Background: an optimization exercise with open tools, aiming at small area, a short achievable clock period and few clock cycles. Do not read the settings as production practice. At most, simulation tests tie the RTL to the original design; equivalence was not proved. Function not checked in runs 1 to 4: the RTL went through the layout flow alone. Power and IR drop assume default switching activity.

==> flow/design.v (outline; a module is shown in full before it is edited, if it fits) <==
// module tsfb_divider: 17 lines
// module tsfb_pipe: 25 lines
// module tsfb_mul_12x12: 495 lines
// module tsfb_mul_23x8: 597 lines
// module two_source_feather_blend: 227 lines
module two_source_feather_blend #(
  parameter int MAX_DIM = 4096,
  parameter bit      CUT_A = 1'b1,
  parameter bit      CUT_R = 1'b1,
  parameter bit      CUT_B = 1'b1,
  parameter bit      CUT_P = 1'b1,
  parameter bit      CUT_C = 1'b1,
  parameter bit [7:0] CUT_D = 8'b1111_1111
) (
  input  logic                              clk,
  input  logic                              rst,
  input  logic                              cfg_wen,
  input  logic [tsfb_pkg::REG_IDX_W-1:0]    cfg_index,
  input  logic [tsfb_pkg::REG_DATA_W-1:0]   cfg_data,
  input  logic                              s_tvalid,
  output logic                              s_tready,
  input  logic [tsfb_pkg::IN_DATA_W-1:0]    s_tdata,
  output logic                              m_tvalid,
  input  logic                              m_tready,
  output logic [tsfb_pkg::OUT_DATA_W-1:0]   m_tdata
);
  // ...
==> flow/run.sh <==
#!/bin/bash
# synth_recipe.tcl (not shown) runs the flow's synth.tcl, then flattens the netlist and writes it again
# the make line also repeats each setting of config.mk as NAME=value (left out here)
make -C /OpenROAD-flow-scripts/flow DESIGN_CONFIG=/design/flow/config.mk WORK_HOME=/design/flow/orfs CLKGATE_MAP_FILE= SYNTH_SCRIPT=/design/flow/synth_recipe.tcl finish
==> flow/config.mk <==
export PLATFORM = sky130hd
export DESIGN_NAME = two_source_feather_blend
export DESIGN_NICKNAME = two_source_feather_blend
export VERILOG_FILES = /design/flow/design.v
export SDC_FILE = /design/flow/constraint.sdc
export NUM_CORES = 4
export LEC_CHECK = 0
export CAP_MARGIN = 20
export CORE_MARGIN = 2
export CORE_UTILIZATION = 40
export SETUP_SLACK_MARGIN = 3.7
export SLEW_MARGIN = 20
==> flow/constraint.sdc <==
create_clock -name core_clock -period 7.5 [get_ports {clk}]
set_input_delay 1.5000 -clock core_clock [delete_from_list [all_inputs] [get_ports {clk}]]
set_output_delay 1.5000 -clock core_clock [all_outputs]
set_load 0.01 [all_outputs]
==> report_table.html, run 1 <==
<table>
<tr><th>Metric</th><th>Value</th></tr>
<tr><th colspan="2">STA</th></tr>
<tr><td>PnR worst setup slack</td><td>2754 ps</td></tr>
<tr><td>Final cycle utilization of the critical path</td><td>63.28%</td></tr>
<tr><td>Least-Margin Pin Slew</td><td>1192 ps</td></tr>
<tr><td>Tightest hold margin</td><td>237.4 ps</td></tr>
<tr><td>Minimum clock period after layout</td><td>4746 ps</td></tr>
<tr><td>Relative slew slack</td><td>20.53%</td></tr>
<tr><th colspan="2">Synth</th></tr>
<tr><td>Post-Synthesis Cells</td><td>between 10000 and 15000</td></tr>
<tr><td>Share of synthesized area spent on multiplexers</td><td>under 10%</td></tr>
<tr><td>Sequential-to-total area share from yosys stat</td><td>between 40% and 50%</td></tr>
<tr><td>Mean instance size in the synthesized netlist</td><td>10.31 sq um</td></tr>
<tr><td>Netlist cell types</td><td>93</td></tr>
<tr><td>Main combinational cell family by area after synthesis</td><td>adder cells</td></tr>
<tr><td>Top cell type by total area after synthesis</td><td>dfxtp_1</td></tr>
<tr><th colspan="2">Global route</th></tr>
<tr><td>GR Util met1</td><td>24.89%</td></tr>
<tr><th colspan="2">Critical path</th></tr>
<tr><td>Required arrival time at the worst endpoint</td><td>around 6000 ps</td></tr>
<tr><td>Top cell by count, worst path</td><td>buf_4</td></tr>
<tr><td>Capture point of the critical path</td><td>m_tdata[2]</td></tr>
<tr><td>Cell family with the largest share of critical-path delay</td><td>simple AND/OR/NAND/NOR gates</td></tr>
<tr><th colspan="2">Pwr</th></tr>
<tr><td>Int Pwr</td><td>between 30 and 40 mW</td></tr>
<tr><td>Fraction of power consumed by combinational cells</td><td>46.8%</td></tr>
<tr><td>Part of the total power dissipated in sequential elements</td><td>31.4%</td></tr>
<tr><td>Leak</td><td>slightly below 60 nW</td></tr>
<tr><td>Switching pwr</td><td>about 22 mW</td></tr>
<tr><th colspan="2">Drt</th></tr>
<tr><td>Average routed wire per standard cell</td><td>19.64 um</td></tr>
<tr><td>DRC Markers</td><td>0</td></tr>
<tr><td>Highest layer used for signal routing</td><td>met5</td></tr>
<tr><th colspan="2">Status</th></tr>
<tr><td>Outcome</td><td>timing/DRC/antenna clean</td></tr>
<tr><th colspan="2">Place</th></tr>
<tr><td>HPWL after detailed placement</td><td>237500 um</td></tr>
<tr><td>Final weighted congestion in routability-driven placement</td><td>0.8925</td></tr>
<tr><td>Area after detailed placement</td><td>0.1256 sq mm</td></tr>
<tr><th colspan="2">Layout</th></tr>
<tr><td>Layout sequential cell count</td><td>2236</td></tr>
<tr><td>Count of inverters other than clock inverters in the layout</td><td>1210</td></tr>
<tr><td>Ant. Diodes</td><td>7</td></tr>
<tr><td>Area used by multi-input combinational logic</td><td>0.06685 sq mm</td></tr>
<tr><td>Register ranked first by flip-flop count</td><td>g_div.u_cut_d.dq</td></tr>
<tr><th colspan="2">Worst hold path</th></tr>
<tr><td>Worst Hold Class</td><td>reg -&gt; reg</td></tr>
<tr><td>Worst hold path cell count</td><td>0</td></tr>
<tr><th colspan="2">Clock network</th></tr>
<tr><td>Number of clock sinks</td><td>around 2200</td></tr>
<tr><th colspan="2">Floorplanning</th></tr>
<tr><td>Initial cell density of the core</td><td>40.26%</td></tr>
<tr><td>Die ar.</td><td>0.3033 sq mm</td></tr>
<tr><td>Die H</td><td>550.8 um</td></tr>
</table>
==> inputs of run 2 (changes only) <==
--- a/flow/config.mk
+++ b/flow/config.mk
@@ -9,4 +9,4 @@
 export CORE_MARGIN = 2
 export CORE_UTILIZATION = 40
-export SETUP_SLACK_MARGIN = 3.7
+export SETUP_SLACK_MARGIN = 3.4
 export SLEW_MARGIN = 20
==> report_table.html, run 2 <==
<table>
<tr><th>Metric</th><th>Value</th></tr>
<tr><th colspan="2">Global route</th></tr>
<tr><td>Via count of the first global-routing pass</td><td>88140 (was 87500)</td></tr>
<tr><td>Number of antenna violations at the first check in global routing</td><td>15 (was 18)</td></tr>
<tr><td>Wire length of the first global-routing pass</td><td>486100 um (was 486400 um)</td></tr>
<tr><td>Pin count of the biggest net entering global routing</td><td>94 (was 85)</td></tr>
<tr><td>Overflow after GRT</td><td>0 (unchanged)</td></tr>
<tr><td>All-layer global routing usage</td><td>20.24% (was 20.34%)</td></tr>
<tr><th colspan="2">Pwr</th></tr>
<tr><td>Power after layout</td><td>56.05 mW (was 56.98 mW)</td></tr>
<tr><td>Maximum resistive drop on vdd</td><td>0.2437 mV (was 0.2413 mV)</td></tr>
<tr><td>Cell Pwr Density</td><td>413.9 mW/mm^2 (was 415.9 mW/mm^2)</td></tr>
<tr><td>Leak</td><td>57.60 nW (was 57.99 nW)</td></tr>
<tr><th colspan="2">Layout</th></tr>
<tr><td>Most common cell after layout, fill and taps aside</td><td>dfxtp_1 (unchanged)</td></tr>
<tr><td>Largest regs</td><td>g_div.u_cut_d.dq: 1043 flops, fifo_mem: 400 flops, u_cut_p.dq: 226 flops (unchanged)</td></tr>
<tr><td>Fraction of layout instances using a drive strength above 1</td><td>8.646% (was 9.703%)</td></tr>
<tr><td>Fill count</td><td>27240 (was 27140)</td></tr>
<tr><td>Post-layout nets</td><td>13690 (was 13710)</td></tr>
<tr><td>Synthesis-to-layout area growth</td><td>13.25% (was 14.59%)</td></tr>
<tr><td>Flip-flop count of the largest register after layout</td><td>1043 (unchanged)</td></tr>
<tr><td>Commonest non-fill, non-tap cells in the layout</td><td>1817 x dfxtp_1, 1206 x inv_1, 1017 x ha_1 (was 1808 x dfxtp_1, 1206 x inv_1, 1017 x ha_1)</td></tr>
<tr><td>Register ranked first by flip-flop count</td><td>g_div.u_cut_d.dq (unchanged)</td></tr>
<tr><th colspan="2">STA</th></tr>
<tr><td>Final cycle utilization of the critical path</td><td>62.28% (was 63.28%)</td></tr>
<tr><td>Sum Neg Setup Slack</td><td>0 ps (unchanged)</td></tr>
<tr><td>Highest Clock Rate</td><td>214.1 MHz (was 210.7 MHz)</td></tr>
<tr><td>Minimum clock period after layout</td><td>4671 ps (was 4746 ps)</td></tr>
<tr><td>RSZ-0062 raised after global routing</td><td>true (unchanged)</td></tr>
<tr><td>Fin. max-slew vios</td><td>0 (unchanged)</td></tr>
<tr><td>Setup violation total in the final timing report</td><td>0 (unchanged)</td></tr>
<tr><td>Least-Margin Pin Slew</td><td>1170 ps (was 1192 ps)</td></tr>
<tr><td>PnR worst setup slack</td><td>2829 ps (was 2754 ps)</td></tr>
<tr><td>Relative slew slack</td><td>21.92% (was 20.53%)</td></tr>
<tr><td>Final Hold Vio Count</td><td>0 (unchanged)</td></tr>
<tr><td>Worst Clk Skew</td><td>123.1 ps (was 156.3 ps)</td></tr>
<tr><th colspan="2">Critical path</th></tr>
<tr><td>Series of cell instances along the critical path</td><td>buf_4, nand2_2, nor2_2, buf_6, a22o_1, a221oi_2, o21ai_1, a2111oi_4, nor3_2, buf_2 (was and2_1, a22oi_1, o221ai_2, o32ai_4, buf_4, buf_6, buf_4, nor3_4, buf_2)</td></tr>
<tr><td>Crit-path max FO</td><td>13 (was 8)</td></tr>
<tr><td>Crit Path Class</td><td>reg -&gt; out (unchanged)</td></tr>
<tr><td>Maximum single-stage delay on the critical path</td><td>400 ps (was 450 ps)</td></tr>
<tr><td>Required arrival time at the worst endpoint</td><td>6000 ps (about the same)</td></tr>
<tr><td>Endpoint arrival time on the critical path</td><td>3170 ps (was 3250 ps)</td></tr>
<tr><td>Critical path buffer and inverter count</td><td>3 (was 4)</td></tr>
<tr><td>Category of the worst setup path capture point</td><td>output port (unchanged)</td></tr>
<tr><td>CP max stage cell</td><td>a2111oi_4 (was and2_1)</td></tr>
<tr><td>Kind of start point of the critical path</td><td>flip-flop (unchanged)</td></tr>
<tr><td>Cell family with the largest share of critical-path delay</td><td>compound AO/OA/AOI/OAI gates (was simple AND/OR/NAND/NOR gates)</td></tr>
<tr><th colspan="2">Drt</th></tr>
<tr><td>First drt pass iteration count</td><td>6 (was 5)</td></tr>
<tr><td>Routed Wire Length</td><td>312500 um (was 314600 um)</td></tr>
<tr><td>Total via count in the routed design</td><td>83500 (was 83580)</td></tr>
<tr><td>Via/cell ratio</td><td>5.224 (was 5.219)</td></tr>
<tr><td>Average routed wire per standard cell</td><td>19.56 um (was 19.64 um)</td></tr>
<tr><td>Number of design-rule violations left by the first detailed-router iteration</td><td>5503 (was 5342)</td></tr>
<tr><td>DRC Markers</td><td>0 (unchanged)</td></tr>
<tr><td>DRT antenna net count</td><td>0 (unchanged)</td></tr>
<tr><th colspan="2">Synth</th></tr>
<tr><td>Share of async-settable or async-resettable flops after synthesis</td><td>0% (unchanged)</td></tr>
<tr><td>Primary FF master, synth</td><td>dfxtp_1 (unchanged)</td></tr>
<tr><td>Biggest area contributors in the synthesized netlist</td><td>dfxtp_1 31%, fa_1 11%, ha_1 11% (unchanged)</td></tr>
<tr><td>Post-Synthesis Cells</td><td>11600 (unchanged)</td></tr>
<tr><td>Most numerous cell in the Yosys netlist</td><td>dfxtp_1 (unchanged)</td></tr>
<tr><td>Netlist cell types</td><td>93 (unchanged)</td></tr>
<tr><td>Count of flip-flops with a built-in enable after synthesis</td><td>400 (unchanged)</td></tr>
<tr><td>Nets in the synthesized netlist</td><td>13440 (unchanged)</td></tr>
<tr><td>Mean instance size in the synthesized netlist</td><td>10.31 sq um (unchanged)</td></tr>
<tr><td>Post-Syn Area</td><td>0.1196 sq mm (unchanged)</td></tr>
<tr><td>Total of flip-flops plus latches after synthesis</td><td>2236 (unchanged)</td></tr>
<tr><td>Fraction of synthesized cell area taken by the top area cell type</td><td>30.74% (unchanged)</td></tr>
<tr><td>Top cell type by total area after synthesis</td><td>dfxtp_1 (unchanged)</td></tr>
<tr><td>Sequential-to-total area share from yosys stat</td><td>40.78% (unchanged)</td></tr>
<tr><td>Warnings, synthesis</td><td>9 (unchanged)</td></tr>
<tr><td>Most common library cells after synthesis</td><td>1836 x dfxtp_1, 1207 x inv_1, 1017 x ha_1 (unchanged)</td></tr>
<tr><th colspan="2">Floorplanning</th></tr>
<tr><td>Die boundary width</td><td>550.8 um (unchanged)</td></tr>
<tr><td>Area of the core</td><td>0.2970 sq mm (unchanged)</td></tr>
<tr><td>Number of rows created at floorplan</td><td>200 (unchanged)</td></tr>
<tr><td>Die H</td><td>550.8 um (unchanged)</td></tr>
<tr><td>Initial cell density of the core</td><td>40.26% (unchanged)</td></tr>
<tr><td>I/O pin cnt</td><td>175 (unchanged)</td></tr>
<tr><td>Die ar.</td><td>0.3033 sq mm (unchanged)</td></tr>
<tr><th colspan="2">Worst hold path</th></tr>
<tr><td>Worst Hold Class</td><td>reg -&gt; reg (unchanged)</td></tr>
<tr><th colspan="2">Clock network</th></tr>
<tr><td>Clock tree root buffer cell</td><td>clkbuf_16 (unchanged)</td></tr>
<tr><td>Number of clock sinks</td><td>2236 (unchanged)</td></tr>
<tr><td>Clock buffers created by TritonCTS</td><td>241 (was 242)</td></tr>
<tr><td>Clock transition time at the flip-flop clock pins of the worst setup and hold paths</td><td>60 ps (was 70 ps)</td></tr>
<tr><td>H-tree depth reported by CTS</td><td>4 (unchanged)</td></tr>
<tr><td>TritonCTS clock tree</td><td>done (unchanged)</td></tr>
<tr><td>Insertion delay to the later sink of the worst-skew pair</td><td>920 ps (was 950 ps)</td></tr>
<tr><td>Bufs on Longest Clock Path</td><td>4 (unchanged)</td></tr>
<tr><td>Hold buffers post-CTS</td><td>0 (unchanged)</td></tr>
<tr><th colspan="2">Place</th></tr>
<tr><td>Number of port buffers</td><td>160 (unchanged)</td></tr>
<tr><td>Final weighted congestion in routability-driven placement</td><td>0.9159 (was 0.8925)</td></tr>
<tr><td>HPWL after detailed placement</td><td>237900 um (was 237500 um)</td></tr>
<tr><td>Place WS</td><td>2123 ps (was 2003 ps)</td></tr>
<tr><th colspan="2">Status</th></tr>
<tr><td>Outcome</td><td>timing/DRC/antenna clean (unchanged)</td></tr>
<tr><th colspan="2">Job</th></tr>
<tr><td>Number of max-cap violations</td><td>0 (unchanged)</td></tr>
</table>
==> run 2: final timing paths <==
kind                       start              end  slack, ps  depth (start not counted)
setup / recovery       rd_ptr[3]      m_tdata[14]       2830                         10
hold / removal    u_cut_a.dq[29]   u_cut_r.dq[29]        270                          0
setup reg to reg  u_cut_b.dq[33]  u_cut_p.dq[136]       3470                          9
hold reg to reg   u_cut_a.dq[29]   u_cut_r.dq[29]        270                          0
==> run 2: routing by layer <==
layer  part of all wire, %  vias up  track usage [%]
li1                      -    40020                -
met1                    42    40620            24.80
met2                    50     2171            36.30
met3                   4.4      690            2.382
met4                   3.8        2            7.468
met5                0.0042        -                0
==> run 2: cell families after synthesis <==
| family | after synthesis | share of synthesized area, % |
|---|---|---|
| muxes | 331 | 3.081 |
| AOI/OAI and AO/OA | 2339 | 12.56 |
| and+or+nand+nor | 2828 | 11.95 |
| xor gates and xnor gates | 638 | 4.673 |
| DFF | 2236 | 40.78 |
| buffers and inverters | 1530 | 4.914 |
| adders and majority gates | 1698 | 22.04 |
==> run 2: what timing repair did <==
item | in CTS | in global routing
cloned | 4 | 3
setup buffers | 48 | 21
gates resized for setup | 287 | 110
pin swaps | 24 | 27
setup endpoints to repair | 108 | 186
==> run 2: where the power goes <==
group | total [mW] | switching (mW) | internal (mW)
Combinational | 26.2 | 14.9 | 11.3
Clock | 12.0 | 4.92 | 7.08
Sequential | 17.9 | 2.04 | 15.8
==> run 2: metrics by stage <==
stage	hold WS, ps	std cells	instance area, sq um	utilization, %
floorplan	309.6	11600	119600	-
global placement	310.1	15470	125600	42.30
detailed placement	312.1	15470	125700	42.30
CTS	256.5	15960	134700	45.34
global route	256.5	15980	135400	45.59
finish	266.2	15980	135400	45.59
==> run 2: area by class of cell <==
cell class / count / area [sq um] / share of cell area, %
multi-input combinational: 7835 / 65920 / 48.68
clock buffer: 328 / 6889 / 5.087
clock inverter: 108 / 1194 / 0.8815
inverter: 1210 / 4553 / 3.362
tap: 3939 / 4928 / 3.640
antenna: 4 / 10.01 / 0.007392
timing repair buffer: 323 / 3118 / 2.303
sequential: 2236 / 48800 / 36.04
==> run 2: worst register-to-register path: stages, from the launching register on <==
cell and delay, ps:
dfxtp_1 310, buf_4 410, mux2i_1 960, nor2b_1 180, fa_1 570, inv_1 50, fa_1 410, fa_1 510
inv_1 50, fa_1 420
==> module two_source_feather_blend, before the edit <==
module two_source_feather_blend #(
  parameter int MAX_DIM = 4096,
  parameter bit      CUT_A = 1'b1,
  parameter bit      CUT_R = 1'b1,
  parameter bit      CUT_B = 1'b1,
  parameter bit      CUT_P = 1'b1,
  parameter bit      CUT_C = 1'b1,
  parameter bit [7:0] CUT_D = 8'b1111_1111
) (
  input  logic                              clk,
  input  logic                              rst,
  input  logic                              cfg_wen,
  input  logic [tsfb_pkg::REG_IDX_W-1:0]    cfg_index,
  input  logic [tsfb_pkg::REG_DATA_W-1:0]   cfg_data,
  input  logic                              s_tvalid,
  output logic                              s_tready,
  input  logic [tsfb_pkg::IN_DATA_W-1:0]    s_tdata,
  output logic                              m_tvalid,
  input  logic                              m_tready,
  output logic [tsfb_pkg::OUT_DATA_W-1:0]   m_tdata
);
  logic [12:0] dim [0:3];
  logic        alpha_mode;
  logic [12:0] cfg_clamped;
  assign cfg_clamped = (cfg_data > 13'(MAX_DIM)) ? 13'(MAX_DIM) : cfg_data;
  always_ff @(posedge clk) begin
    if (rst) begin
      dim[0] <= 13'd1024;
      dim[1] <= 13'd1024;
      dim[2] <= 13'd1024;
      dim[3] <= 13'd1024;
      alpha_mode <= 1'b0;
    end else if (cfg_wen) begin
      case (cfg_index)
        3'd0: dim[0] <= cfg_clamped;
        3'd1: dim[1] <= cfg_clamped;
        3'd2: dim[2] <= cfg_clamped;
        3'd3: dim[3] <= cfg_clamped;
        3'd4: alpha_mode <= cfg_data[0];
        default: ;
      endcase
    end
  end
  localparam int FIFO_D = 16;
  logic       en;
  logic [4:0] occ;
  assign en       = 1'b1;
  assign s_tready = occ < 5'(FIFO_D);
  logic acc_hs;
  assign acc_hs = s_tvalid && s_tready;
  logic [55:0] crd;
  assign crd = {s_tdata[87:60], s_tdata[27:0]};
  logic [3:0]  ax_in;
  logic [47:0] fac;
  for (genvar i = 0; i < 4; i++) begin : g_axis
    logic [13:0] c;
    logic [12:0] hi;
    assign c = crd[14*i +: 14];
    assign ax_in[i] = !c[13] && (c[12:0] < dim[i]);
    assign hi       = dim[i] - c[12:0];
    assign fac[12*i +: 12] = (c[12:0] < {1'b0, dim[i][12:1]}) ? 12'(c[11:0] + 12'd1) : hi[11:0];
  end
  logic [1:0]  nz0;
  logic [47:0] m0;
  assign nz0[0] = ax_in[0] && ax_in[1] && (!alpha_mode || s_tdata[59]);
  assign nz0[1] = ax_in[2] && ax_in[3] && (!alpha_mode || s_tdata[119]);
  assign m0 = alpha_mode ? {4{12'd1}} : fac;
  logic [50:0] ch0;
  for (genvar c = 0; c < 3; c++) begin : g_ch0
    logic [7:0] a;
    logic [7:0] b;
    logic       ge;
    assign a  = s_tdata[28 + 8*c +: 8];
    assign b  = s_tdata[88 + 8*c +: 8];
    assign ge = b >= a;
    assign ch0[17*c +: 17] = {ge, ge ? a : b, ge ? 8'(b - a) : 8'(a - b)};
  end
  localparam int WA = 2 + 48 + 51;
  logic          v1;
  logic [WA-1:0] pa;
  tsfb_pipe #(.W(WA), .CUT(CUT_A)) u_cut_a (
    .clk(clk), .rst(rst), .en(en), .vi(acc_hs),
    .di({nz0, m0, ch0}), .vo(v1), .dq(pa));
  logic [1:0]  nz1;
  logic [47:0] m1;
  logic [50:0] ch1;
  assign {nz1, m1, ch1} = pa;
  logic [23:0] ws1_0;
  logic [23:0] wc1_0;
  logic [23:0] ws1_1;
  logic [23:0] wc1_1;
  tsfb_mul_12x12 u_mul_w0 (.a(nz1[0] ? m1[11:0]  : 12'd0), .b(m1[23:12]), .ps(ws1_0), .pc(wc1_0));
  tsfb_mul_12x12 u_mul_w1 (.a(nz1[1] ? m1[35:24] : 12'd0), .b(m1[47:36]), .ps(ws1_1), .pc(wc1_1));
  localparam int WR = 1 + 96 + 51;
  logic          v1r;
  logic [WR-1:0] pr;
  tsfb_pipe #(.W(WR), .CUT(CUT_R)) u_cut_r (
    .clk(clk), .rst(rst), .en(en), .vi(v1),
    .di({|nz1, wc1_1, ws1_1, wc1_0, ws1_0, ch1}), .vo(v1r), .dq(pr));
  logic        any1r;
  logic [23:0] ws1r_0;
  logic [23:0] wc1r_0;
  logic [23:0] ws1r_1;
  logic [23:0] wc1r_1;
  logic [50:0] ch1r;
  assign {any1r, wc1r_1, ws1r_1, wc1r_0, ws1r_0, ch1r} = pr;
  logic [23:0] wp1_0;
  logic [23:0] wp1_1;
  assign wp1_0 = ws1r_0 + wc1r_0;
  assign wp1_1 = ws1r_1 + wc1r_1;
  localparam int WB = 1 + 46 + 51;
  logic          v2;
  logic [WB-1:0] pb;
  tsfb_pipe #(.W(WB), .CUT(CUT_B)) u_cut_b (
    .clk(clk), .rst(rst), .en(en), .vi(v1r),
    .di({any1r, wp1_1[22:0], wp1_0[22:0], ch1r}), .vo(v2), .dq(pb));
  logic        any2;
  logic [22:0] wt2_0;
  logic [22:0] wt2_1;
  logic [50:0] ch2;
  assign {any2, wt2_1, wt2_0, ch2} = pb;
  logic [23:0]  tot2;
  logic [185:0] prd2;
  logic [23:0]  lo2;
  assign tot2 = {1'b0, wt2_0} + {1'b0, wt2_1};
  for (genvar c = 0; c < 3; c++) begin : g_chan
    logic        ge;
    logic [7:0]  d;
    logic [22:0] wh;
    assign {ge, lo2[8*c +: 8], d} = ch2[17*c +: 17];
    assign wh = ge ? wt2_1 : wt2_0;
    tsfb_mul_23x8 u_mul_p (.a(wh), .b(d), .ps(prd2[62*c +: 31]), .pc(prd2[62*c + 31 +: 31]));
  end
  localparam int WP = 1 + 24 + 186 + 24;
  logic          v2p;
  logic [WP-1:0] pp;
  tsfb_pipe #(.W(WP), .CUT(CUT_P)) u_cut_p (
    .clk(clk), .rst(rst), .en(en), .vi(v2),
    .di({any2, tot2, prd2, lo2}), .vo(v2p), .dq(pp));
  logic         any2p;
  logic [23:0]  tot2p;
  logic [185:0] prd2p;
  logic [23:0]  lo2p;
  logic [95:0]  num2;
  assign {any2p, tot2p, prd2p, lo2p} = pp;
  for (genvar c = 0; c < 3; c++) begin : g_num
    logic [30:0] n;
    assign n = prd2p[62*c +: 31] + prd2p[62*c + 31 +: 31] + {8'd0, tot2p[23:1]};
    assign num2[32*c +: 32] = {1'b0, n};
  end
  localparam int WC = 1 + 24 + 96 + 24;
  logic          v3;
  logic [WC-1:0] pc;
  tsfb_pipe #(.W(WC), .CUT(CUT_C)) u_cut_c (
    .clk(clk), .rst(rst), .en(en), .vi(v2p),
    .di({any2p, tot2p, num2, lo2p}), .vo(v3), .dq(pc));
  localparam int WD = 1 + 24 + 96 + 24 + 24;
  logic [8:0]        vd;
  logic [9*WD-1:0]   bd;
  assign vd[0] = v3;
  assign bd[WD-1:0] = {pc[WC-1:24], 24'd0, pc[23:0]};
  for (genvar j = 0; j < 8; j++) begin : g_div
    localparam int K = 7 - j;
    logic        any_j;
    logic [23:0] den_j;
    logic [95:0] rem_j;
    logic [95:0] rem_n;
    logic [23:0] q_j;
    logic [23:0] q_n;
    logic [23:0] lo_j;
    assign {any_j, den_j, rem_j, q_j, lo_j} = bd[WD*j +: WD];
    for (genvar c = 0; c < 3; c++) begin : g_c
      logic qb;
      tsfb_divider #(.SH(K)) u_step (
        .r_in(rem_j[32*c +: 32]), .d(den_j), .r_out(rem_n[32*c +: 32]), .q(qb));
      if (K == 7) begin : g_top
        assign q_n[8*c +: 8] = {qb, q_j[8*c +: 7]};
      end else if (K == 0) begin : g_bot
        assign q_n[8*c +: 8] = {q_j[8*c+1 +: 7], qb};
      end else begin : g_mid
        assign q_n[8*c +: 8] = {q_j[8*c+K+1 +: 7-K], qb, q_j[8*c +: K]};
      end
    end
    tsfb_pipe #(.W(WD), .CUT(CUT_D[K])) u_cut_d (
      .clk(clk), .rst(rst), .en(en), .vi(vd[j]),
      .di({any_j, den_j, rem_n, q_n, lo_j}), .vo(vd[j+1]), .dq(bd[WD*(j+1) +: WD]));
  end
  logic        any8;
  logic [23:0] q8;
  logic [23:0] lo8;
  assign any8 = bd[9*WD-1];
  assign q8   = bd[8*WD+24 +: 24];
  assign lo8  = bd[8*WD +: 24];
  logic        last_v;
  logic [24:0] last_d;
  assign last_v = vd[8];
  assign last_d = {any8, 8'(lo8[23:16] + q8[23:16]), 8'(lo8[15:8] + q8[15:8]),
                   8'(lo8[7:0] + q8[7:0])};
  logic [24:0] fifo_mem [0:FIFO_D-1];
  logic [3:0]  wr_ptr;
  logic [3:0]  rd_ptr;
  logic [4:0]  fifo_cnt;
  logic        out_hs;
  assign out_hs = m_tvalid && m_tready;
  always_ff @(posedge clk) begin
    if (rst) begin
      occ      <= 5'd0;
      wr_ptr   <= 4'd0;
      rd_ptr   <= 4'd0;
      fifo_cnt <= 5'd0;
    end else begin
      occ      <= occ + 5'(acc_hs) - 5'(out_hs);
      wr_ptr   <= wr_ptr + 4'(last_v);
      rd_ptr   <= rd_ptr + 4'(out_hs);
      fifo_cnt <= fifo_cnt + 5'(last_v) - 5'(out_hs);
    end
  end
  for (genvar e = 0; e < FIFO_D; e++) begin : g_fifo
    always_ff @(posedge clk) begin
      if (last_v && wr_ptr == 4'(e)) fifo_mem[e] <= last_d;
    end
  end
  logic [24:0] head;
  assign head     = fifo_mem[rd_ptr];
  assign m_tvalid = fifo_cnt != 5'd0;
  assign m_tdata  = head[24] ? {8'hff, head[23:0]} : 32'd0;
endmodule
==> inputs of run 3 (changes only) <==
--- a/flow/design.v
+++ b/flow/design.v
@@ -1204,5 +1204,6 @@
     end
   end
-  localparam int FIFO_D = 16;
+  localparam int MEM_D  = 14;
+  localparam int FIFO_D = MEM_D + 1;
   logic       en;
   logic [4:0] occ;
@@ -1357,12 +1358,20 @@
   logic [24:0] last_d;
   assign last_v = vd[8];
-  assign last_d = {any8, 8'(lo8[23:16] + q8[23:16]), 8'(lo8[15:8] + q8[15:8]),
-                   8'(lo8[7:0] + q8[7:0])};
-  logic [24:0] fifo_mem [0:FIFO_D-1];
+  assign last_d = any8 ? {1'b1, 8'(lo8[23:16] + q8[23:16]), 8'(lo8[15:8] + q8[15:8]),
+                          8'(lo8[7:0] + q8[7:0])} : 25'd0;
+  logic [24:0] fifo_mem [0:MEM_D-1];
   logic [3:0]  wr_ptr;
   logic [3:0]  rd_ptr;
-  logic [4:0]  fifo_cnt;
+  logic [3:0]  fifo_cnt;
+  logic        ov;
+  logic [24:0] od;
   logic        out_hs;
-  assign out_hs = m_tvalid && m_tready;
+  logic        take_new;
+  logic        take_mem;
+  logic        push;
+  assign out_hs   = ov && m_tready;
+  assign take_mem = (!ov || m_tready) && fifo_cnt != 4'd0;
+  assign take_new = (!ov || m_tready) && fifo_cnt == 4'd0 && last_v;
+  assign push     = last_v && !take_new;
   always_ff @(posedge clk) begin
     if (rst) begin
@@ -1370,20 +1379,24 @@
       wr_ptr   <= 4'd0;
       rd_ptr   <= 4'd0;
-      fifo_cnt <= 5'd0;
+      fifo_cnt <= 4'd0;
+      ov       <= 1'b0;
     end else begin
       occ      <= occ + 5'(acc_hs) - 5'(out_hs);
-      wr_ptr   <= wr_ptr + 4'(last_v);
-      rd_ptr   <= rd_ptr + 4'(out_hs);
-      fifo_cnt <= fifo_cnt + 5'(last_v) - 5'(out_hs);
+      if (push)     wr_ptr <= (wr_ptr == 4'(MEM_D - 1)) ? 4'd0 : wr_ptr + 4'd1;
+      if (take_mem) rd_ptr <= (rd_ptr == 4'(MEM_D - 1)) ? 4'd0 : rd_ptr + 4'd1;
+      fifo_cnt <= fifo_cnt + 4'(push) - 4'(take_mem);
+      if (!ov || m_tready) ov <= take_mem || take_new;
     end
   end
-  for (genvar e = 0; e < FIFO_D; e++) begin : g_fifo
+  always_ff @(posedge clk) begin
+    if (take_mem)      od <= fifo_mem[rd_ptr];
+    else if (take_new) od <= last_d;
+  end
+  for (genvar e = 0; e < MEM_D; e++) begin : g_fifo
     always_ff @(posedge clk) begin
-      if (last_v && wr_ptr == 4'(e)) fifo_mem[e] <= last_d;
+      if (push && wr_ptr == 4'(e)) fifo_mem[e] <= last_d;
     end
   end
-  logic [24:0] head;
-  assign head     = fifo_mem[rd_ptr];
-  assign m_tvalid = fifo_cnt != 5'd0;
-  assign m_tdata  = head[24] ? {8'hff, head[23:0]} : 32'd0;
+  assign m_tvalid = ov;
+  assign m_tdata  = {{8{od[24]}}, od[23:0]};
 endmodule
--- a/flow/config.mk
+++ b/flow/config.mk
@@ -9,4 +9,4 @@
 export CORE_MARGIN = 2
 export CORE_UTILIZATION = 40
-export SETUP_SLACK_MARGIN = 3.4
+export SETUP_SLACK_MARGIN = 4.3
 export SLEW_MARGIN = 20
==> report_table.html, run 3 <==
<table>
<tr><th>Metric</th><th>Value</th></tr>
<tr><th colspan="2">Pwr</th></tr>
<tr><td>Leak</td><td>63.59 nW (was 57.60 nW)</td></tr>
<tr><td>Cell Pwr Density</td><td>439.5 mW/mm^2 (was 413.9 mW/mm^2)</td></tr>
<tr><td>Maximum resistive drop on vdd</td><td>0.2765 mV (was 0.2437 mV)</td></tr>
<tr><th colspan="2">Critical path</th></tr>
<tr><td>Worst R2R Setup Slack</td><td>3940 ps (was 3470 ps)</td></tr>
<tr><td>Category of the worst setup path capture point</td><td>flip-flop (was output port)</td></tr>
<tr><td>Kind of start point of the critical path</td><td>flip-flop (unchanged)</td></tr>
<tr><td>CP max stage cell</td><td>o41a_1 (was a2111oi_4)</td></tr>
<tr><td>Crit Path Class</td><td>reg -&gt; reg (was reg -&gt; out)</td></tr>
<tr><td>Capture point of the critical path</td><td>g_div[3].u_cut_d.dq[119] (was m_tdata[14])</td></tr>
<tr><td>Top cell by count, worst path</td><td>o21a_1</td></tr>
<tr><td>Worst flop-to-flop path startpoint</td><td>g_div[2].u_cut_d.dq[116] (was u_cut_b.dq[33])</td></tr>
<tr><td>Series of cell instances along the critical path</td><td>inv_4, ha_4, fa_2, nor2b_1, o21a_1, o21a_1, o41a_1, a311o_1, buf_6, a41oi_4, a221oi_4, o32ai_4, buf_4, buf_12, mux2_4 (was buf_4, nand2_2, nor2_2, buf_6, a22o_1, a221oi_2, o21ai_1, a2111oi_4, nor3_2, buf_2)</td></tr>
<tr><td>Endpoint arrival time on the critical path</td><td>4340 ps (was 3170 ps)</td></tr>
<tr><td>Number of cells traversed by the worst register-to-register path</td><td>15 (was 9)</td></tr>
<tr><td>Required arrival time at the worst endpoint</td><td>8280 ps (was 6000 ps)</td></tr>
<tr><td>Worst reg2reg path endpoint</td><td>g_div[3].u_cut_d.dq[119] (was u_cut_p.dq[136])</td></tr>
<tr><td>Maximum single-stage delay on the critical path</td><td>410 ps (was 400 ps)</td></tr>
<tr><td>Crit-path max FO</td><td>7 (was 13)</td></tr>
<tr><td>Worst Setup SP</td><td>g_div[2].u_cut_d.dq[116] (was rd_ptr[3])</td></tr>
<tr><th colspan="2">Drt</th></tr>
<tr><td>First drt pass iteration count</td><td>6 (unchanged)</td></tr>
<tr><td>Total via count in the routed design</td><td>88500 (was 83500)</td></tr>
<tr><td>Via/cell ratio</td><td>5.291 (was 5.224)</td></tr>
<tr><td>DRC Markers</td><td>0 (unchanged)</td></tr>
<tr><td>Number of design-rule violations left by the first detailed-router iteration</td><td>5574 (was 5503)</td></tr>
<tr><td>DRT antenna net count</td><td>1 (was 0)</td></tr>
<tr><td>Average routed wire per standard cell</td><td>21.62 um (was 19.56 um)</td></tr>
<tr><td>Routed Wire Length</td><td>361600 um (was 312500 um)</td></tr>
<tr><th colspan="2">Clock network</th></tr>
<tr><td>Number of clock sinks</td><td>2211 (was 2236)</td></tr>
<tr><td>TritonCTS clock tree</td><td>done (unchanged)</td></tr>
<tr><td>Clock tree root buffer cell</td><td>clkbuf_16 (unchanged)</td></tr>
<tr><td>H-tree depth reported by CTS</td><td>4 (unchanged)</td></tr>
<tr><td>Hold buffers post-CTS</td><td>0 (unchanged)</td></tr>
<tr><td>Clock transition time at the flip-flop clock pins of the worst setup and hold paths</td><td>60 ps (about the same)</td></tr>
<tr><td>Bufs on Longest Clock Path</td><td>4 (unchanged)</td></tr>
<tr><td>Clock buffers created by TritonCTS</td><td>237 (was 241)</td></tr>
<tr><td>Insertion delay to the later sink of the worst-skew pair</td><td>940 ps (was 920 ps)</td></tr>
<tr><th colspan="2">Synth</th></tr>
<tr><td>Fraction of synthesized cell area taken by the top area cell type</td><td>30.83% (was 30.74%)</td></tr>
<tr><td>Total of flip-flops plus latches after synthesis</td><td>2211 (was 2236)</td></tr>
<tr><td>Mean instance size in the synthesized netlist</td><td>10.24 sq um (was 10.31 sq um)</td></tr>
<tr><td>Biggest area contributors in the synthesized netlist</td><td>dfxtp_1 31%, fa_1 11%, ha_1 11% (unchanged)</td></tr>
<tr><td>Most common library cells after synthesis</td><td>1836 x dfxtp_1, 1217 x inv_1, 1014 x ha_1 (was 1836 x dfxtp_1, 1207 x inv_1, 1017 x ha_1)</td></tr>
<tr><td>Netlist cell types</td><td>95 (was 93)</td></tr>
<tr><td>Sequential-to-total area share from yosys stat</td><td>40.27% (was 40.78%)</td></tr>
<tr><td>Top cell type by total area after synthesis</td><td>dfxtp_1 (unchanged)</td></tr>
<tr><td>Warnings, synthesis</td><td>9 (unchanged)</td></tr>
<tr><td>Nets in the synthesized netlist</td><td>13480 (was 13440)</td></tr>
<tr><td>Count of flip-flops with a built-in enable after synthesis</td><td>375 (was 400)</td></tr>
<tr><td>Most numerous cell in the Yosys netlist</td><td>dfxtp_1 (unchanged)</td></tr>
<tr><td>Primary FF master, synth</td><td>dfxtp_1 (unchanged)</td></tr>
<tr><td>Post-Syn Area</td><td>0.1192 sq mm (was 0.1196 sq mm)</td></tr>
<tr><td>Post-Synthesis Cells</td><td>11640 (was 11600)</td></tr>
<tr><td>Share of async-settable or async-resettable flops after synthesis</td><td>0% (unchanged)</td></tr>
<tr><th colspan="2">Layout</th></tr>
<tr><td>Area used by multi-input combinational logic</td><td>0.07324 sq mm (was 0.06592 sq mm)</td></tr>
<tr><td>Fill count</td><td>25950 (was 27240)</td></tr>
<tr><td>Largest regs</td><td>g_div.u_cut_d.dq: 1043 flops, fifo_mem: 350 flops, u_cut_p.dq: 226 flops (was g_div.u_cut_d.dq: 1043 flops, fifo_mem: 400 flops, u_cut_p.dq: 226 flops)</td></tr>
<tr><td>Most common cell after layout, fill and taps aside</td><td>dfxtp_1 (unchanged)</td></tr>
<tr><td>Post-layout nets</td><td>14420 (was 13690)</td></tr>
<tr><td>Area used by sequential logic in the layout</td><td>0.04833 sq mm (was 0.04880 sq mm)</td></tr>
<tr><td>Register ranked first by flip-flop count</td><td>g_div.u_cut_d.dq (unchanged)</td></tr>
<tr><td>Commonest non-fill, non-tap cells in the layout</td><td>1704 x dfxtp_1, 1031 x inv_1, 917 x ha_1 (was 1817 x dfxtp_1, 1206 x inv_1, 1017 x ha_1)</td></tr>
<tr><td>Fraction of layout instances using a drive strength above 1</td><td>24.25% (was 8.646%)</td></tr>
<tr><td>Synthesis-to-layout area growth</td><td>26.79% (was 13.25%)</td></tr>
<tr><td>Flip-flop count of the largest register after layout</td><td>1043 (unchanged)</td></tr>
<tr><th colspan="2">Floorplanning</th></tr>
<tr><td>Die boundary width</td><td>550.0 um (was 550.8 um)</td></tr>
<tr><td>Die ar.</td><td>0.3025 sq mm (was 0.3033 sq mm)</td></tr>
<tr><td>Die H</td><td>550.0 um (was 550.8 um)</td></tr>
<tr><td>Area of the core</td><td>0.2968 sq mm (was 0.2970 sq mm)</td></tr>
<tr><td>Initial cell density of the core</td><td>40.18% (was 40.26%)</td></tr>
<tr><td>Number of rows created at floorplan</td><td>200 (unchanged)</td></tr>
<tr><td>I/O pin cnt</td><td>175 (unchanged)</td></tr>
<tr><th colspan="2">Place</th></tr>
<tr><td>Final weighted congestion in routability-driven placement</td><td>0.9058 (was 0.9159)</td></tr>
<tr><td>Number of port buffers</td><td>160 (unchanged)</td></tr>
<tr><td>HPWL after detailed placement</td><td>246600 um (was 237900 um)</td></tr>
<tr><td>Place WS</td><td>2461 ps (was 2123 ps)</td></tr>
<tr><th colspan="2">Global route</th></tr>
<tr><td>Pin count of the biggest net entering global routing</td><td>85 (was 94)</td></tr>
<tr><td>Overflow after GRT</td><td>0 (unchanged)</td></tr>
<tr><td>All-layer global routing usage</td><td>23.05% (was 20.24%)</td></tr>
<tr><td>Number of antenna violations at the first check in global routing</td><td>23 (was 15)</td></tr>
<tr><td>Via count of the first global-routing pass</td><td>92120 (was 88140)</td></tr>
<tr><td>Wire length of the first global-routing pass</td><td>538600 um (was 486100 um)</td></tr>
<tr><th colspan="2">STA</th></tr>
<tr><td>RSZ-0062 raised after global routing</td><td>true (unchanged)</td></tr>
<tr><td>Sum Neg Setup Slack</td><td>0 ps (unchanged)</td></tr>
<tr><td>Final cycle utilization of the critical path</td><td>47.51% (was 62.28%)</td></tr>
<tr><td>Final Hold Vio Count</td><td>0 (unchanged)</td></tr>
<tr><td>Minimum clock period after layout</td><td>3563 ps (was 4671 ps)</td></tr>
<tr><td>Highest Clock Rate</td><td>280.7 MHz (was 214.1 MHz)</td></tr>
<tr><td>Relative slew slack</td><td>19.34% (was 21.92%)</td></tr>
<tr><td>PnR worst setup slack</td><td>3937 ps (was 2829 ps)</td></tr>
<tr><td>Setup violation total in the final timing report</td><td>0 (unchanged)</td></tr>
<tr><td>Worst Clk Skew</td><td>88.58 ps (was 123.1 ps)</td></tr>
<tr><td>Least-Margin Pin Slew</td><td>1210 ps (was 1170 ps)</td></tr>
<tr><td>Fin. max-slew vios</td><td>0 (unchanged)</td></tr>
<tr><th colspan="2">Status</th></tr>
<tr><td>Outcome</td><td>finished with violations (was timing/DRC/antenna clean)</td></tr>
<tr><td>Blocking Checks</td><td>antenna rules</td></tr>
<tr><th colspan="2">Job</th></tr>
<tr><td>Number of max-cap violations</td><td>0 (unchanged)</td></tr>
<tr><th colspan="2">Worst hold path</th></tr>
<tr><td>Worst Hold Class</td><td>reg -&gt; reg (unchanged)</td></tr>
</table>
## run 3: cell count changes after synthesis, moves of 25 or more
| cell | before | now |
|---|---|---|
| nor2_1 | 650 | 589 |
| a22oi_1 | 85 | 53 |
| mux2_2 | 191 | 256 |
| and2_1 | 120 | 146 |
| a21oi_1 | 754 | 697 |
| mux2_4 | 25 | 0 |
| edfxtp_1 | 400 | 375 |
| nand2b_1 | 200 | 166 |
| o21ai_0 | 425 | 509 |
| nand2_1 | 597 | 642 |
## run 3: layout make-up
class,count,area share (%)
clock inverters,118,1.030
diodes,9,0.01490
multi-input cells,7905,48.44
flip-flops and latches,2211,31.97
well taps,3939,3.260
inverters,1221,3.133
clock buffers,313,4.429
repair buffers,1009,7.725
## run 3: critical path, delay by kind of cell, from the launching register on
family | cells | cell delay, ps
multiplexers | 1 | 310
AO/OA/AOI/OAI | 7 | 1820
AND/OR/NAND/NOR | 1 | 40
buffers and inverters | 4 | 540
adder cells (fa/ha/maj) | 2 | 340
flip-flops | 1 | 370
## run 3: per-stage QoR
step                      cell area [sq um]  cells  hold WS [ps]  utilization [%]  power [mW]
after floorplan                      120800  11640         309.6                -       34.95
after detailed placement             126400  15500         312.1            42.60       42.19
after global routing                 151200  16720         257.4            50.93       69.94
final                                151200  16730         253.8            50.94       66.44
after CTS                            146300  16490         251.6            49.31       63.39
after global placement               126400  15500         310.0            42.59       41.74
## run 3: worst min path at each step
stage,from,endpoint,cells past startpoint
after CTS,g_div[2].u_cut_d.dq[47],g_div[3].u_cut_d.dq[47],0
after floorplan,u_cut_c.dq[0],g_div[0].u_cut_d.dq[0],0
after global placement,u_cut_r.dq[38],u_cut_b.dq[38],0
final,g_div[2].u_cut_d.dq[47],g_div[3].u_cut_d.dq[47],0
after global routing,u_cut_p.dq[234],u_cut_c.dq[144],0
after detailed placement,u_cut_c.dq[15],g_div[0].u_cut_d.dq[15],0
## run 3: cells by family after synthesis
logic type / count (synthesis) / share of synthesized area (%)
and+or+nand+nor: 2898 / 12.36
AOI/OAI and AO/OA: 2335 / 12.60
DFF: 2211 / 40.27
adders and majority gates: 1695 / 22.07
buffers and inverters: 1534 / 4.912
xor gates and xnor gates: 602 / 4.422
muxes: 369 / 3.366
## run 3: report_power, final
part / total [mW] / switching (mW) / internal [mW]
clock: 12.3 / 4.97 / 7.32
sequential: 17.4 / 2.27 / 15.1
combinational: 36.8 / 18.7 / 18.1
total: 66.4 / 25.9 / 40.5
## run 3: routing by layer
metal  track usage, %  up-vias  share of wire (%)
met5                0        -             0.0061
met4            10.26        4                5.3
li1                 -    41730                  -
met2            40.93     2407                 50
met1            27.71    43540                 41
met3            3.052      818                4.7
## run 3: repair_timing
item | 4_1_cts | 5_1_grt
setup buffers | 483 | 206
setup endpoints to repair | 890 | 720
pin swaps | 424 | 419
gates resized for setup | 1652 | 829
gates cloned | 77 | 17
==> inputs of run 4 (changes only) <==
--- a/flow/config.mk
+++ b/flow/config.mk
@@ -9,4 +9,4 @@
 export CORE_MARGIN = 2
 export CORE_UTILIZATION = 40
-export SETUP_SLACK_MARGIN = 4.3
+export SETUP_SLACK_MARGIN = 4.0
 export SLEW_MARGIN = 20
==> report_table.html, run 4 <==
<table>
<tr><th>Metric</th><th>Value</th></tr>
<tr><th colspan="2">Status</th></tr>
<tr><td>Outcome</td><td>timing/DRC/antenna clean (was finished with violations)</td></tr>
<tr><th colspan="2">Synth</th></tr>
<tr><td>Post-Syn Area</td><td>0.1192 sq mm (unchanged)</td></tr>
<tr><td>Sequential-to-total area share from yosys stat</td><td>40.27% (unchanged)</td></tr>
<tr><td>Warnings, synthesis</td><td>9 (unchanged)</td></tr>
<tr><td>Share of async-settable or async-resettable flops after synthesis</td><td>0% (unchanged)</td></tr>
<tr><td>Fraction of synthesized cell area taken by the top area cell type</td><td>30.83% (unchanged)</td></tr>
<tr><td>Mean instance size in the synthesized netlist</td><td>10.24 sq um (unchanged)</td></tr>
<tr><td>Primary FF master, synth</td><td>dfxtp_1 (unchanged)</td></tr>
<tr><td>Count of flip-flops with a built-in enable after synthesis</td><td>375 (unchanged)</td></tr>
<tr><td>Total of flip-flops plus latches after synthesis</td><td>2211 (unchanged)</td></tr>
<tr><td>Nets in the synthesized netlist</td><td>13480 (unchanged)</td></tr>
<tr><td>Biggest area contributors in the synthesized netlist</td><td>dfxtp_1 31%, fa_1 11%, ha_1 11% (unchanged)</td></tr>
<tr><td>Most numerous cell in the Yosys netlist</td><td>dfxtp_1 (unchanged)</td></tr>
<tr><td>Most common library cells after synthesis</td><td>1836 x dfxtp_1, 1217 x inv_1, 1014 x ha_1 (unchanged)</td></tr>
<tr><td>Top cell type by total area after synthesis</td><td>dfxtp_1 (unchanged)</td></tr>
<tr><td>Netlist cell types</td><td>95 (unchanged)</td></tr>
<tr><td>Post-Synthesis Cells</td><td>11640 (unchanged)</td></tr>
<tr><th colspan="2">Critical path</th></tr>
<tr><td>Required arrival time at the worst endpoint</td><td>8270 ps (was 8280 ps)</td></tr>
<tr><td>Crit Path Class</td><td>reg -&gt; reg (unchanged)</td></tr>
<tr><td>Maximum single-stage delay on the critical path</td><td>410 ps (about the same)</td></tr>
<tr><td>CP max stage cell</td><td>o41ai_4 (was o41a_1)</td></tr>
<tr><td>Cell depth of the worst setup path</td><td>14 (was 15)</td></tr>
<tr><td>Kind of start point of the critical path</td><td>flip-flop (unchanged)</td></tr>
<tr><td>Category of the worst setup path capture point</td><td>flip-flop (unchanged)</td></tr>
<tr><td>Worst R2R Setup Slack</td><td>3900 ps (was 3940 ps)</td></tr>
<tr><td>Cell family with the largest share of critical-path delay</td><td>compound AO/OA/AOI/OAI gates (unchanged)</td></tr>
<tr><td>Critical path buffer and inverter count</td><td>3 (was 4)</td></tr>
<tr><td>Number of cells traversed by the worst register-to-register path</td><td>14 (was 15)</td></tr>
<tr><td>Endpoint arrival time on the critical path</td><td>4380 ps (was 4340 ps)</td></tr>
<tr><td>Crit-path max FO</td><td>8 (was 7)</td></tr>
<tr><td>Series of cell instances along the critical path</td><td>buf_6, ha_4, fa_2, nor2b_2, o31a_1, o2111ai_2, a21oi_2, o21ai_4, o221ai_4, a211oi_4, o41ai_4, buf_4, clkbuf_16, mux2_4 (was inv_4, ha_4, fa_2, nor2b_1, o21a_1, o21a_1, o41a_1, a311o_1, buf_6, a41oi_4, a221oi_4, o32ai_4, buf_4, buf_12, mux2_4)</td></tr>
<tr><th colspan="2">Drt</th></tr>
<tr><td>Routed Wire Length</td><td>330700 um (was 361600 um)</td></tr>
<tr><td>First drt pass iteration count</td><td>7 (was 6)</td></tr>
<tr><td>DRC Markers</td><td>0 (unchanged)</td></tr>
<tr><td>DRT antenna net count</td><td>0 (was 1)</td></tr>
<tr><td>Via/cell ratio</td><td>5.256 (was 5.291)</td></tr>
<tr><td>Average routed wire per standard cell</td><td>20.30 um (was 21.62 um)</td></tr>
<tr><td>Number of design-rule violations left by the first detailed-router iteration</td><td>4876 (was 5574)</td></tr>
<tr><td>Total via count in the routed design</td><td>85620 (was 88500)</td></tr>
<tr><th colspan="2">Worst hold path</th></tr>
<tr><td>Worst hold path cell count</td><td>0 (unchanged)</td></tr>
<tr><td>Worst Hold Class</td><td>reg -&gt; reg (unchanged)</td></tr>
<tr><th colspan="2">Place</th></tr>
<tr><td>HPWL after detailed placement</td><td>237400 um (was 246600 um)</td></tr>
<tr><td>Final weighted congestion in routability-driven placement</td><td>0.9277 (was 0.9058)</td></tr>
<tr><td>Place WS</td><td>2591 ps (was 2461 ps)</td></tr>
<tr><td>Number of port buffers</td><td>160 (unchanged)</td></tr>
<tr><th colspan="2">Clock network</th></tr>
<tr><td>Clock buffers created by TritonCTS</td><td>237 (unchanged)</td></tr>
<tr><td>Hold buffers post-CTS</td><td>0 (unchanged)</td></tr>
<tr><td>Bufs on Longest Clock Path</td><td>4 (unchanged)</td></tr>
<tr><td>TritonCTS clock tree</td><td>done (unchanged)</td></tr>
<tr><td>Insertion delay to the later sink of the worst-skew pair</td><td>950 ps (was 940 ps)</td></tr>
<tr><td>Number of clock sinks</td><td>2211 (unchanged)</td></tr>
<tr><td>Clock transition time at the flip-flop clock pins of the worst setup and hold paths</td><td>60 ps (about the same)</td></tr>
<tr><td>Clock tree root buffer cell</td><td>clkbuf_16 (unchanged)</td></tr>
<tr><td>H-tree depth reported by CTS</td><td>4 (unchanged)</td></tr>
<tr><th colspan="2">STA</th></tr>
<tr><td>Minimum clock period after layout</td><td>3604 ps (was 3563 ps)</td></tr>
<tr><td>Worst Clk Skew</td><td>149.9 ps (was 88.58 ps)</td></tr>
<tr><td>Setup violation total in the final timing report</td><td>0 (unchanged)</td></tr>
<tr><td>PnR worst setup slack</td><td>3896 ps (was 3937 ps)</td></tr>
<tr><td>Relative slew slack</td><td>23.57% (was 19.34%)</td></tr>
<tr><td>RSZ-0062 raised after global routing</td><td>true (unchanged)</td></tr>
<tr><td>Final cycle utilization of the critical path</td><td>48.06% (was 47.51%)</td></tr>
<tr><td>Highest Clock Rate</td><td>277.5 MHz (was 280.7 MHz)</td></tr>
<tr><td>Fin. max-slew vios</td><td>0 (unchanged)</td></tr>
<tr><td>Sum Neg Setup Slack</td><td>0 ps (unchanged)</td></tr>
<tr><td>Final Hold Vio Count</td><td>0 (unchanged)</td></tr>
<tr><td>Least-Margin Pin Slew</td><td>1146 ps (was 1210 ps)</td></tr>
<tr><th colspan="2">Global route</th></tr>
<tr><td>Wire length of the first global-routing pass</td><td>494100 um (was 538600 um)</td></tr>
<tr><td>Number of antenna violations at the first check in global routing</td><td>29 (was 23)</td></tr>
<tr><td>Overflow after GRT</td><td>0 (unchanged)</td></tr>
<tr><td>Via count of the first global-routing pass</td><td>88520 (was 92120)</td></tr>
<tr><td>All-layer global routing usage</td><td>20.74% (was 23.05%)</td></tr>
<tr><td>Pin count of the biggest net entering global routing</td><td>85 (unchanged)</td></tr>
<tr><th colspan="2">Pwr</th></tr>
<tr><td>Cell Pwr Density</td><td>421.0 mW/mm^2 (was 439.5 mW/mm^2)</td></tr>
<tr><td>Maximum resistive drop on vdd</td><td>0.2580 mV (was 0.2765 mV)</td></tr>
<tr><td>Leak</td><td>59.41 nW (was 63.59 nW)</td></tr>
<tr><th colspan="2">Floorplanning</th></tr>
<tr><td>Number of rows created at floorplan</td><td>200 (unchanged)</td></tr>
<tr><td>Initial cell density of the core</td><td>40.18% (unchanged)</td></tr>
<tr><td>Die boundary width</td><td>550.0 um (unchanged)</td></tr>
<tr><td>I/O pin cnt</td><td>175 (unchanged)</td></tr>
<tr><td>Area of the core</td><td>0.2968 sq mm (unchanged)</td></tr>
<tr><td>Die ar.</td><td>0.3025 sq mm (unchanged)</td></tr>
<tr><td>Die H</td><td>550.0 um (unchanged)</td></tr>
<tr><th colspan="2">Layout</th></tr>
<tr><td>Flip-flop count of the largest register after layout</td><td>1043 (unchanged)</td></tr>
<tr><td>Synthesis-to-layout area growth</td><td>18.17% (was 26.79%)</td></tr>
<tr><td>Register ranked first by flip-flop count</td><td>g_div.u_cut_d.dq (unchanged)</td></tr>
<tr><td>Largest regs</td><td>g_div.u_cut_d.dq: 1043 flops, fifo_mem: 350 flops, u_cut_p.dq: 226 flops (unchanged)</td></tr>
<tr><td>Most common cell after layout, fill and taps aside</td><td>dfxtp_1 (unchanged)</td></tr>
<tr><td>Fraction of layout instances using a drive strength above 1</td><td>13.49% (was 24.25%)</td></tr>
<tr><td>Post-layout nets</td><td>13990 (was 14420)</td></tr>
<tr><td>Commonest non-fill, non-tap cells in the layout</td><td>1750 x dfxtp_1, 1203 x inv_1, 986 x ha_1 (was 1704 x dfxtp_1, 1031 x inv_1, 917 x ha_1)</td></tr>
<tr><th colspan="2">Job</th></tr>
<tr><td>Number of max-cap violations</td><td>0 (unchanged)</td></tr>
</table>
run 4: what timing repair did:
action                     4_1_cts  5_1_grt
setup endpoints to repair      738      531
cloned                          21       32
gates resized for setup        495      427
buffers inserted               155      148
pin swaps                      102      158
run 4: worst paths after layout:
| kind | startpoint | endpoint |
|---|---|---|
| worst max-delay path | g_div[2].u_cut_d.dq[144] | g_div[3].u_cut_d.dq[99] |
| worst min-delay path | u_cut_c.dq[61] | g_div[0].u_cut_d.dq[85] |
| worst max register to register | g_div[2].u_cut_d.dq[144] | g_div[3].u_cut_d.dq[99] |
| worst min register to register | u_cut_c.dq[61] | g_div[0].u_cut_d.dq[85] |
run 4: kinds of logic (layout without fill, tap and decap cells):
family                   after synthesis  in the layout  synth area share (%)
multiplexers                         369            369                 3.366
buffers and inverters               1534           2231                 4.912
flip-flops                          2211           2211                 40.27
XOR/XNOR                             602            602                 4.422
AO/OA/AOI/OAI                       2335           2337                 12.60
adder cells (fa/ha/maj)             1695           1695                 22.07
AND/OR/NAND/NOR                     2898           2901                 12.36
other                                  0              6                     0
run 4: routing by layer:
layer  vias to the layer above  global-route usage [%]  share of wire (%)
li1                      40810                       -                  -
met1                     41850                   25.58                 41
met2                      2203                   36.88                 50
met3                       757                   2.358                4.3
met4                         0                   8.088                4.8
met5                         -                       0                  0
run 4: final cells by class:
class / count / area [sq um]
multi-input cells: 7904 / 68690
flip-flops and latches: 2211 / 48180
inverters: 1221 / 4622
well taps: 3939 / 4928
clock buffers: 299 / 6536
clock inverters: 128 / 1579
fillers: 27110 / 155900
diodes: 6 / 15.01
repair buffers: 583 / 6355
run 4: metrics by stage:
| step | hold WS, ps | instance area, sq um | power, mW | cells | utilization [%] |
|---|---|---|---|---|---|
| 3_3_place_gp | 310.2 | 125400 | 41.44 | 15500 | 42.26 |
| 5_1_grt | 237.6 | 140900 | 62.87 | 16290 | 47.47 |
| 2_1_floorplan | 309.6 | 119500 | 34.82 | 11640 | - |
| 4_1_cts | 227.0 | 137500 | 57.02 | 16110 | 46.34 |
| 3_5_place_dp | 312.1 | 125400 | 41.93 | 15500 | 42.26 |
| 6_report | 237.6 | 140900 | 59.33 | 16290 | 47.48 |
run 4: power breakdown:
group	internal (mW)	switching, mW
Combinational	13.9	16.2
Sequential	15.1	2.10
Clock	7.16	4.91
==> inputs of run 5 (changes only) <==
--- a/flow/design.v
+++ b/flow/design.v
@@ -1358,6 +1358,6 @@
   logic [24:0] last_d;
   assign last_v = vd[8];
-  assign last_d = any8 ? {1'b1, 8'(lo8[23:16] + q8[23:16]), 8'(lo8[15:8] + q8[15:8]),
-                          8'(lo8[7:0] + q8[7:0])} : 25'd0;
+  assign last_d = {any8, 8'(lo8[23:16] + q8[23:16]), 8'(lo8[15:8] + q8[15:8]),
+                   8'(lo8[7:0] + q8[7:0])};
   logic [24:0] fifo_mem [0:MEM_D-1];
   logic [3:0]  wr_ptr;
@@ -1399,4 +1399,4 @@
   end
   assign m_tvalid = ov;
-  assign m_tdata  = {{8{od[24]}}, od[23:0]};
+  assign m_tdata  = od[24] ? {8'hff, od[23:0]} : 32'd0;
 endmodule
--- a/flow/config.mk
+++ b/flow/config.mk
@@ -9,4 +9,4 @@
 export CORE_MARGIN = 2
 export CORE_UTILIZATION = 40
-export SETUP_SLACK_MARGIN = 4.0
+export SETUP_SLACK_MARGIN = 3.7
 export SLEW_MARGIN = 20
==> report_table.html, run 5 <==
<table>
<tr><th>Metric</th><th>Value</th></tr>
<tr><th colspan="2">Status</th></tr>
<tr><td>Outcome</td><td>timing/DRC/antenna clean (unchanged)</td></tr>
<tr><th colspan="2">Global route</th></tr>
<tr><td>Overflow after GRT</td><td>0 (unchanged)</td></tr>
<tr><td>Wire length of the first global-routing pass</td><td>476300 um (was 494100 um)</td></tr>
<tr><td>Via count of the first global-routing pass</td><td>86440 (was 88520)</td></tr>
<tr><td>All-layer global routing usage</td><td>20.03% (was 20.74%)</td></tr>
<tr><th colspan="2">Drt</th></tr>
<tr><td>First drt pass iteration count</td><td>26 (was 7)</td></tr>
<tr><td>Number of design-rule violations left by the first detailed-router iteration</td><td>5063 (was 4876)</td></tr>
<tr><td>Routed Wire Length</td><td>306500 um (was 330700 um)</td></tr>
<tr><td>Average routed wire per standard cell</td><td>19.40 um (was 20.30 um)</td></tr>
<tr><td>DRC Markers</td><td>0 (unchanged)</td></tr>
<tr><td>Via/cell ratio</td><td>5.208 (was 5.256)</td></tr>
<tr><th colspan="2">Place</th></tr>
<tr><td>Final weighted congestion in routability-driven placement</td><td>0.9222 (was 0.9277)</td></tr>
<tr><td>HPWL after detailed placement</td><td>231600 um (was 237400 um)</td></tr>
<tr><th colspan="2">Pwr</th></tr>
<tr><td>Power after layout</td><td>59.07 mW (was 59.33 mW)</td></tr>
<tr><td>Maximum resistive drop on vdd</td><td>0.2789 mV (was 0.2580 mV)</td></tr>
<tr><td>Leak</td><td>57.03 nW (was 59.41 nW)</td></tr>
<tr><th colspan="2">Synth</th></tr>
<tr><td>Nets in the synthesized netlist</td><td>13270 (was 13480)</td></tr>
<tr><td>Share of async-settable or async-resettable flops after synthesis</td><td>0% (unchanged)</td></tr>
<tr><td>Biggest area contributors in the synthesized netlist</td><td>dfxtp_1 31%, fa_1 12%, ha_1 11% (was dfxtp_1 31%, fa_1 11%, ha_1 11%)</td></tr>
<tr><td>Post-Synthesis Cells</td><td>11430 (was 11640)</td></tr>
<tr><td>Post-Syn Area</td><td>0.1181 sq mm (was 0.1192 sq mm)</td></tr>
<tr><td>Count of flip-flops with a built-in enable after synthesis</td><td>375 (unchanged)</td></tr>
<tr><td>Mean instance size in the synthesized netlist</td><td>10.33 sq um (was 10.24 sq um)</td></tr>
<tr><td>Sequential-to-total area share from yosys stat</td><td>40.67% (was 40.27%)</td></tr>
<tr><td>Top cell type by total area after synthesis</td><td>dfxtp_1 (unchanged)</td></tr>
<tr><td>Total of flip-flops plus latches after synthesis</td><td>2211 (unchanged)</td></tr>
<tr><td>Netlist cell types</td><td>100 (was 95)</td></tr>
<tr><td>Fraction of synthesized cell area taken by the top area cell type</td><td>31.13% (was 30.83%)</td></tr>
<tr><td>Most common library cells after synthesis</td><td>1836 x dfxtp_1, 1183 x inv_1, 1014 x ha_1 (was 1836 x dfxtp_1, 1217 x inv_1, 1014 x ha_1)</td></tr>
<tr><th colspan="2">Clock network</th></tr>
<tr><td>TritonCTS clock tree</td><td>done (unchanged)</td></tr>
<tr><td>Clock transition time at the flip-flop clock pins of the worst setup and hold paths</td><td>60 ps (about the same)</td></tr>
<tr><td>Insertion delay to the later sink of the worst-skew pair</td><td>900 ps (was 950 ps)</td></tr>
<tr><td>Number of clock sinks</td><td>2211 (unchanged)</td></tr>
<tr><td>H-tree depth reported by CTS</td><td>4 (unchanged)</td></tr>
<tr><td>Clock tree root buffer cell</td><td>clkbuf_16 (unchanged)</td></tr>
<tr><td>Hold buffers post-CTS</td><td>0 (unchanged)</td></tr>
<tr><td>Clock buffers created by TritonCTS</td><td>239 (was 237)</td></tr>
<tr><td>Bufs on Longest Clock Path</td><td>4 (unchanged)</td></tr>
<tr><th colspan="2">Critical path</th></tr>
<tr><td>Crit Path Class</td><td>reg -&gt; reg (unchanged)</td></tr>
<tr><td>Top cell by count, worst path</td><td>buf_4</td></tr>
<tr><td>Required arrival time at the worst endpoint</td><td>8120 ps (was 8270 ps)</td></tr>
<tr><td>Kind of start point of the critical path</td><td>flip-flop (unchanged)</td></tr>
<tr><td>Endpoint arrival time on the critical path</td><td>4380 ps (about the same)</td></tr>
<tr><td>Series of cell instances along the critical path</td><td>buf_4, nand2b_1, nor3_2, buf_4, a22oi_1, nand2_1, a2111oi_0, o31ai_1 (was buf_6, ha_4, fa_2, nor2b_2, o31a_1, o2111ai_2, a21oi_2, o21ai_4, o221ai_4, a211oi_4, o41ai_4, buf_4, clkbuf_16, mux2_4)</td></tr>
<tr><td>Worst R2R Setup Slack</td><td>3740 ps (was 3900 ps)</td></tr>
<tr><td>Crit-path max FO</td><td>19 (was 8)</td></tr>
<tr><th colspan="2">STA</th></tr>
<tr><td>Final Hold Vio Count</td><td>0 (unchanged)</td></tr>
<tr><td>Worst Clk Skew</td><td>103.2 ps (was 149.9 ps)</td></tr>
<tr><td>Relative slew slack</td><td>20.36% (was 23.57%)</td></tr>
<tr><td>Tightest hold margin</td><td>229.3 ps (was 237.6 ps)</td></tr>
<tr><td>Setup violation total in the final timing report</td><td>0 (unchanged)</td></tr>
<tr><td>Fin. max-slew vios</td><td>0 (unchanged)</td></tr>
<tr><td>Minimum clock period after layout</td><td>3764 ps (was 3604 ps)</td></tr>
<tr><td>Highest Clock Rate</td><td>265.7 MHz (was 277.5 MHz)</td></tr>
<tr><td>Final cycle utilization of the critical path</td><td>50.19% (was 48.06%)</td></tr>
<tr><th colspan="2">Worst hold path</th></tr>
<tr><td>Worst Hold Class</td><td>reg -&gt; reg (unchanged)</td></tr>
<tr><td>Worst hold path cell count</td><td>0 (unchanged)</td></tr>
<tr><td>Sink of the worst hold path</td><td>u_cut_p.dq[14] (was g_div[0].u_cut_d.dq[85])</td></tr>
<tr><td>Hold Path Origin</td><td>u_cut_b.dq[31] (was u_cut_c.dq[61])</td></tr>
<tr><th colspan="2">Floorplanning</th></tr>
<tr><td>Area of the core</td><td>0.2938 sq mm (was 0.2968 sq mm)</td></tr>
<tr><td>Die boundary width</td><td>547.3 um (was 550.0 um)</td></tr>
<tr><td>Initial cell density of the core</td><td>40.18% (about the same)</td></tr>
<tr><td>Die ar.</td><td>0.2995 sq mm (was 0.3025 sq mm)</td></tr>
<tr><td>I/O pin cnt</td><td>175 (unchanged)</td></tr>
<tr><td>Die H</td><td>547.3 um (was 550.0 um)</td></tr>
<tr><th colspan="2">Layout</th></tr>
<tr><td>Post-layout nets</td><td>13520 (was 13990)</td></tr>
<tr><td>Synthesis-to-layout area growth</td><td>14.13% (was 18.17%)</td></tr>
<tr><td>Most common cell after layout, fill and taps aside</td><td>dfxtp_1 (unchanged)</td></tr>
<tr><td>Largest regs</td><td>g_div.u_cut_d.dq: 1043 flops, fifo_mem: 350 flops, u_cut_p.dq: 226 flops (unchanged)</td></tr>
<tr><td>Register ranked first by flip-flop count</td><td>g_div.u_cut_d.dq (unchanged)</td></tr>
<tr><th colspan="2">Job</th></tr>
<tr><td>Number of max-cap violations</td><td>0 (unchanged)</td></tr>
</table>
## run 5: cells by family (layout without fill, tap and decap cells)
logic type                 after synthesis  count (layout)  share of synthesized area (%)
and+or+nand+nor                       2706            2706                          11.69
AOI/OAI and AO/OA                     2357            2363                          12.84
DFF                                   2211            2211                          40.67
adders and majority gates             1695            1695                          22.29
buffers and inverters                 1504            1944                          4.857
xor gates and xnor gates               632             632                          4.689
muxes                                  324             324                          2.956
other                                    0               7                              0
## run 5: metal layers
metal | GRT usage, % | wire, um | vias up
li1 | - | - | 39520
met4 | 6.693 | 10330 | 2
met1 | 24.65 | 129200 | 40330
met2 | 36.27 | 154300 | 1848
met3 | 2.195 | 12620 | 600
met5 | 0 | 13 | -
## run 5: critical path, delay by kind of cell (launching register included)
kind | cells | cell delay (ps)
simple gates | 3 | 1220
flops | 1 | 520
compound gates | 3 | 900
buf+inv | 2 | 790
## run 5: final cells by class
class                           instances  share of cell area (%)
Multi-Input combinational cell       7720                   48.95
Sequential cell                      2211                   35.67
Clock buffer                          304                   4.859
Tap cell                             3919                   3.639
Inverter                             1186                   3.309
Timing Repair Buffer                  321                   2.390
Clock inverter                        132                   1.166
Antenna cell                            7                 0.01300
Timing Repair inverter                  1                0.005572
## run 5: stage by stage
stage                     utilization [%]  instance area [sq um]  instances  setup WS, ps
after floorplan                         -                 118200      11430          3259
after global placement              42.30                 124300      15280          2472
after detailed placement            42.31                 124300      15280          2469
after CTS                           45.47                 133600      15760          3471
after global routing                45.86                 134700      15800          3621
final                               45.86                 134700      15800          3736
## run 5: power breakdown
part	switching (mW)	leakage (nW)	internal (mW)
Sequential	2.25	18.7	16.0
Combinational	16.3	34.4	12.5
Clock	4.92	3.92	7.14
## run 5: worst max path at each step
stage                          startpoint               to  slack (ps)  cells past startpoint
final                           rd_ptr[0]            od[6]        3740                      8
after global routing      u_cut_p.dq[212]   u_cut_c.dq[85]        3620                     14
after CTS                  u_cut_b.dq[33]  u_cut_p.dq[139]        3470                      9
after detailed placement      s_tdata[38]   u_cut_a.dq[23]        2470                     13
after global placement        s_tdata[38]   u_cut_a.dq[23]        2470                     13
after floorplan                  m_tready   fifo_mem[9][0]        3260                      5
## run 5: what timing repair did
| item | 4_1_cts | 5_1_grt |
|---|---|---|
| endpoints found under the setup margin | 519 | 338 |
| gates resized for setup | 205 | 171 |
| setup buffers | 40 | 25 |
| gates cloned | 7 | 6 |
| pin swaps | 32 | 40 |
Testbench counts of run 5, summed over its fixed seeds: cycles 15,072.

Check on run 5: ideal ports give 3.736 ns setup slack; a clkbuf_16 on the clock port and buf_2 on the inputs give 3.696 ns; moving port delays by the midpoint clock arrival (0.966 ns) as well gives 2.867 ns.
